What follows belongs to an exercise in optimizing a design on an open flow for small area and a short achievable clock period; a production flow would make more cautious choices. Function was checked by simulation only, so behaviour that the tests miss may differ from the original. No driver is modelled on the clock port, so clocking that relies on it looks cheaper here than on a real chip. Power and IR drop assume default switching activity.

Design exec_stage, start of the top module:
module exec_stage (
    input  logic               clk,
    input  logic               rst,
    input  logic               valid_i,
    input  exec_pkg::alu_op_t  alu_op_i,
    input  exec_pkg::src_a_t   src_a_i,
    input  exec_pkg::src_b_t   src_b_i,
    input  exec_pkg::fwd_t     fwd_a_i,
    input  exec_pkg::fwd_t     fwd_b_i,
    input  exec_pkg::fwd_t     fwd_st_i,
    input  logic               spc_clr_i,
    input  exec_pkg::word_t    rs_i,
    input  exec_pkg::word_t    rt_i,
    input  exec_pkg::word_t    ext_i,
    input  exec_pkg::word_t    pc_i,
    input  exec_pkg::word_t    fw_alu_i,
    input  exec_pkg::word_t    fw_mem_i,
    output logic               valid_o,
    output exec_pkg::word_t    result_o,
    output exec_pkg::word_t    store_data_o,
    output exec_pkg::word_t    spc_o
);
For scale: roughly 1500 cells after synthesis, about 200 flip-flops, ~310 I/O pins, about 12000 um2 of cells after synthesis.
export LEC_CHECK = 0
export CAP_MARGIN = 20
export CORE_MARGIN = 2
export CORE_UTILIZATION = 50
export CTS_BUF_LIST = sky130_fd_sc_hd__clkbuf_8
export CTS_CLUSTER_DIAMETER = 50
export CTS_CLUSTER_SIZE = 16
export SETUP_SLACK_MARGIN = 2.35
export SLEW_MARGIN = 20
create_clock -name core_clock -period 4.5 [get_ports {clk}]
standard.sh (not shown) runs the stock make flow with config.mk's settings and CLKGATE_MAP_FILE= SYNTH_SCRIPT=/design/flow/synth_recipe.tcl, a recipe that flattens the netlist after the stock synthesis.
==> flow/flow/run.sh <==
#!/bin/bash
# The standard layout (standard.sh, ORFS) with these changes:
#  - synthesis: the ABC mapping step runs flow/map.abc (a delay-driven
#    &nf mapping with area recovery) instead of ORFS's abc_speed script,
#    and no full/half adder cells are extracted (ADDER_MAP_FILE empty), so
#    the RTL's prefix adder reaches ABC as gates. Registers, their names
#    and cell types are as in the standard flow's synthesis.
#  - every port gets the smallest buffer, sky130_fd_sc_hd__buf_1
#  - the resizer may swap cells of any footprint (MATCH_CELL_FOOTPRINT=0)
#  - after global placement, flow/inbuf.tcl gives the control inputs
#    (operation, selects, valid, clear, reset) a stronger port buffer
#  - after CTS, flow/skew.tcl gives the result register (result_o) a later
#    clock through extra clock buffers, lending time to the paths from the
#    operand registers into it, then repairs timing again
# Each tool's output goes to a log file in this folder (flow.log, and
# ORFS's per-step logs under orfs/logs).
set -euo pipefail
HERE=$(pwd)

# synthesis script: the standard flow's, with the ABC script swapped
sed -e 's#^source \$::env(SCRIPTS_DIR)/synth_preamble.tcl$#&\nset abc_args [lreplace $abc_args 1 1 $::env(MY_ABC_SCRIPT)]#' \
    "$FLOW_HOME/scripts/synth.tcl" > my_synth_body.tcl
grep -q MY_ABC_SCRIPT my_synth_body.tcl
sed -e "s#^source \$::env(SCRIPTS_DIR)/synth.tcl\$#source $HERE/my_synth_body.tcl#" \
    synth_recipe.tcl > my_synth_recipe.tcl
grep -q my_synth_body my_synth_recipe.tcl

sed -e "s#SYNTH_SCRIPT=[^ ]*#SYNTH_SCRIPT=$HERE/my_synth_recipe.tcl MATCH_CELL_FOOTPRINT=0#" standard.sh > my_standard.sh
grep -q my_synth_recipe my_standard.sh

export MY_ABC_SCRIPT="$HERE/flow/map.abc"
export BUFFER_PORTS_ARGS="-buffer_cell sky130_fd_sc_hd__buf_1"
export ADDER_MAP_FILE=""
# after CTS: the result register's clock arrives later (flow/skew.tcl)
export POST_CTS_TCL="$HERE/flow/skew.tcl"
export SKEW_STAGES=3
export SKEW_CELL=sky130_fd_sc_hd__clkbuf_4
# after global placement: stronger buffers on the control inputs (flow/inbuf.tcl)
export POST_GLOBAL_PLACE_TCL="$HERE/flow/inbuf.tcl"
bash my_standard.sh > flow.log 2>&1
==> flow/flow/inbuf.tcl <==
# After global placement: the buffers of the control inputs (operation,
# operand and forwarding selects, valid, clear and reset), which each fan
# out to a whole datapath word, get a stronger buffer cell.
set block [ord::get_db_block]
set cell  [expr {[info exists ::env(CTRL_INBUF_CELL)] ? $::env(CTRL_INBUF_CELL) : "sky130_fd_sc_hd__buf_4"}]
foreach bterm [$block getBTerms] {
  set name [$bterm getName]
  if {![regexp {^(src_a_i|src_b_i|fwd_a_i|fwd_b_i|fwd_st_i|alu_op_i|valid_i|spc_clr_i|rst)(\[|$)} $name]} { continue }
  set net [$bterm getNet]
  foreach it [$net getITerms] {
    set inst [$it getInst]
    if {[$it isInputSignal] && [string match {*buf_1} [[$inst getMaster] getName]]} {
      replace_cell [get_cells [$inst getName]] $cell
      puts "input buffer [$inst getName] for $name -> $cell"
    }
  }
}
detailed_placement
==> flow/flow/skew.tcl <==
# Post-CTS step: clock the result register (i_result_stage.result_o*) a
# little later than the rest, through extra clock buffers on its leaf
# clock nets. Its inputs all come from the operand stage's registers, so
# the later clock only lends time to those register-to-register paths
# (it takes time from the result_o output paths). Then re-run the timing
# repair with the new clock arrivals.
set stages [expr {[info exists ::env(SKEW_STAGES)] ? $::env(SKEW_STAGES) : 2}]
set cell   [expr {[info exists ::env(SKEW_CELL)] ? $::env(SKEW_CELL) : "sky130_fd_sc_hd__clkbuf_4"}]
set block  [ord::get_db_block]
set master [[ord::get_db] findMaster $cell]

set groups [dict create]
foreach inst [$block getInsts] {
  if {[string match {i_result_stage.result_o*} [$inst getName]]} {
    set net [[$inst findITerm CLK] getNet]
    dict lappend groups [$net getName] $inst
  }
}

set k 0
dict for {netname insts} $groups {
  set src [$block findNet $netname]
  set sx 0; set sy 0
  foreach inst $insts {
    set loc [$inst getLocation]
    incr sx [lindex $loc 0]; incr sy [lindex $loc 1]
  }
  set cx [expr {$sx / [llength $insts]}]
  set cy [expr {$sy / [llength $insts]}]
  set drv $src
  for {set s 0} {$s < $stages} {incr s} {
    set buf [odb::dbInst_create $block $master "clkskew_${k}_${s}"]
    set out [odb::dbNet_create $block "clkskew_net_${k}_${s}"]
    $out setSigType CLOCK
    [$buf findITerm A] connect $drv
    [$buf findITerm X] connect $out
    $buf setLocation $cx $cy
    $buf setPlacementStatus PLACED
    set drv $out
  }
  foreach inst $insts {
    set ck [$inst findITerm CLK]
    $ck disconnect
    $ck connect $drv
  }
  puts "clock skew: [llength $insts] result registers on $netname moved behind $stages x $cell"
  incr k
}

detailed_placement
check_placement -verbose
estimate_parasitics -placement
report_clock_skew
repair_timing_helper
detailed_placement
check_placement -verbose
Other scripts of this flow, unchanged in this note and not shown: flow/flow/map.abc
Change:
--- a/flow/flow/run.sh
+++ b/flow/flow/run.sh
@@ -8,6 +8,4 @@
 #  - every port gets the smallest buffer, sky130_fd_sc_hd__buf_1
 #  - the resizer may swap cells of any footprint (MATCH_CELL_FOOTPRINT=0)
-#  - after global placement, flow/inbuf.tcl gives the control inputs
-#    (operation, selects, valid, clear, reset) a stronger port buffer
 #  - after CTS, flow/skew.tcl gives the result register (result_o) a later
 #    clock through extra clock buffers, lending time to the paths from the
@@ -34,7 +32,5 @@
 # after CTS: the result register's clock arrives later (flow/skew.tcl)
 export POST_CTS_TCL="$HERE/flow/skew.tcl"
-export SKEW_STAGES=3
+export SKEW_STAGES=2
 export SKEW_CELL=sky130_fd_sc_hd__clkbuf_4
-# after global placement: stronger buffers on the control inputs (flow/inbuf.tcl)
-export POST_GLOBAL_PLACE_TCL="$HERE/flow/inbuf.tcl"
 bash my_standard.sh > flow.log 2>&1
Settings changed: SETUP_SLACK_MARGIN 2.35 to 2.2.
removed: flow/flow/inbuf.tcl
After rerunning:
- core utilization went down by 1.9 points
- setup slack gains 65 ps
- clock power drops by about 3%
- final area goes down by 2.9%
- die area does not change
- total power goes down by about 2%
- worst hold slack gets better by 83 ps
- first-iteration DRC count fell by 0.57%
- sequential power came out lower by about 2%
- register-to-register slack got worse by 190 ps
- wire length is lower by about 3%
Change:
Settings changed: SETUP_SLACK_MARGIN 2.2 to 2.25.
=> Worst setup slack is worse by 27 ps. Register-to-register slack got worse by 60 ps. Global-route usage climbs by 1.5 points. Routed wire length went up by a few percent. Flip-flop and latch count is unchanged. Final cell count is higher slightly. Synthesized area does not change. Design area goes up slightly. Combinational power came out higher by a few percent. Maximum frequency is lower slightly.
Change:
--- a/flow/flow/run.sh
+++ b/flow/flow/run.sh
@@ -8,4 +8,6 @@
 #  - every port gets the smallest buffer, sky130_fd_sc_hd__buf_1
 #  - the resizer may swap cells of any footprint (MATCH_CELL_FOOTPRINT=0)
+#  - after global placement, flow/inbuf.tcl gives the control inputs
+#    (operation, selects, valid, clear, reset) a stronger port buffer
 #  - after CTS, flow/skew.tcl gives the result register (result_o) a later
 #    clock through extra clock buffers, lending time to the paths from the
@@ -34,3 +36,5 @@
 export SKEW_STAGES=2
 export SKEW_CELL=sky130_fd_sc_hd__clkbuf_4
+# after global placement: stronger buffers on the control inputs (flow/inbuf.tcl)
+export POST_GLOBAL_PLACE_TCL="$HERE/flow/inbuf.tcl"
 bash my_standard.sh > flow.log 2>&1
==> flow/flow/inbuf.tcl (new file) <==
# After global placement: the buffers of the control inputs (operation,
# operand and forwarding selects, valid, clear and reset), which each fan
# out to a whole datapath word, get a stronger buffer cell.
set block [ord::get_db_block]
set cell  [expr {[info exists ::env(CTRL_INBUF_CELL)] ? $::env(CTRL_INBUF_CELL) : "sky130_fd_sc_hd__buf_4"}]
foreach bterm [$block getBTerms] {
  set name [$bterm getName]
  if {![regexp {^(src_a_i|src_b_i|fwd_a_i|fwd_b_i|fwd_st_i|alu_op_i|valid_i|spc_clr_i|rst)(\[|$)} $name]} { continue }
  set net [$bterm getNet]
  foreach it [$net getITerms] {
    set inst [$it getInst]
    if {[$it isInputSignal] && [string match {*buf_1} [[$inst getMaster] getName]]} {
      replace_cell [get_cells [$inst getName]] $cell
      puts "input buffer [$inst getName] for $name -> $cell"
    }
  }
}
detailed_placement
Settings changed: SETUP_SLACK_MARGIN 2.25 to 2.3.
Effect:
- The changed run ran to the end with no violations
- sequential share of layout area barely changes
- total power grows by 2.3%
- worst hold slack gets worse by 4.8 ps
- global-route usage drops by 0.72 points
- routed wire length shrinks by 1.4%
- final cell count goes down by 0.41%
- final area rises by 0.74%
Change:
Settings changed: SETUP_SLACK_MARGIN 2.3 to 2.2.
After rerunning: The changed run passed the timing, design-rule and antenna checks. Setup slack gets worse by 43 ps. Synthesized area stays the same. Register-to-register slack loses 20 ps. Power shrinks by 1.5%. Wire length shrinks by 1.7%. Final area shrinks by 1.5%.

==> re-timing with driven ports <==
No port has a modelled driver above. Below, the same layouts with a new extraction and two added sets of constraints. Step 1, drivers: a clkbuf_16 drives clk and a buf_2 each remaining input, both assumed. Step 2, shift: input delay + t, output delay - t, t = (earliest + latest rising clock arrival at the registers) / 2. This alone moves slack from input paths to output paths. Three values: ideal ports, drivers, drivers and shift; two values: the first two.
| run | t (ns) | setup slack, ns | latest minus earliest clock arrival (ns) |
|---|---|---|---|
| the first run | 0.791 | 2.185 / 2.142 / 1.507 | 0.405 / 0.405 |
| the second run | 0.752 | 2.249 / 2.221 / 1.519 | 0.298 / 0.299 |
| the third run | 0.752 | 2.222 / 2.209 / 1.457 | 0.290 / 0.289 |
| the fourth run | 0.754 | 2.293 / 2.263 / 1.557 | 0.297 / 0.297 |
| the fifth run | 0.750 | 2.250 / 2.233 / 1.517 | 0.288 / 0.288 |
Clock arrivals are far apart in the first run, so t is only a midpoint there and step 2 fits no single register. The setup slack of the third run, which loses most, moves by -0.013 ns with the drivers and by -0.765 ns with both steps.
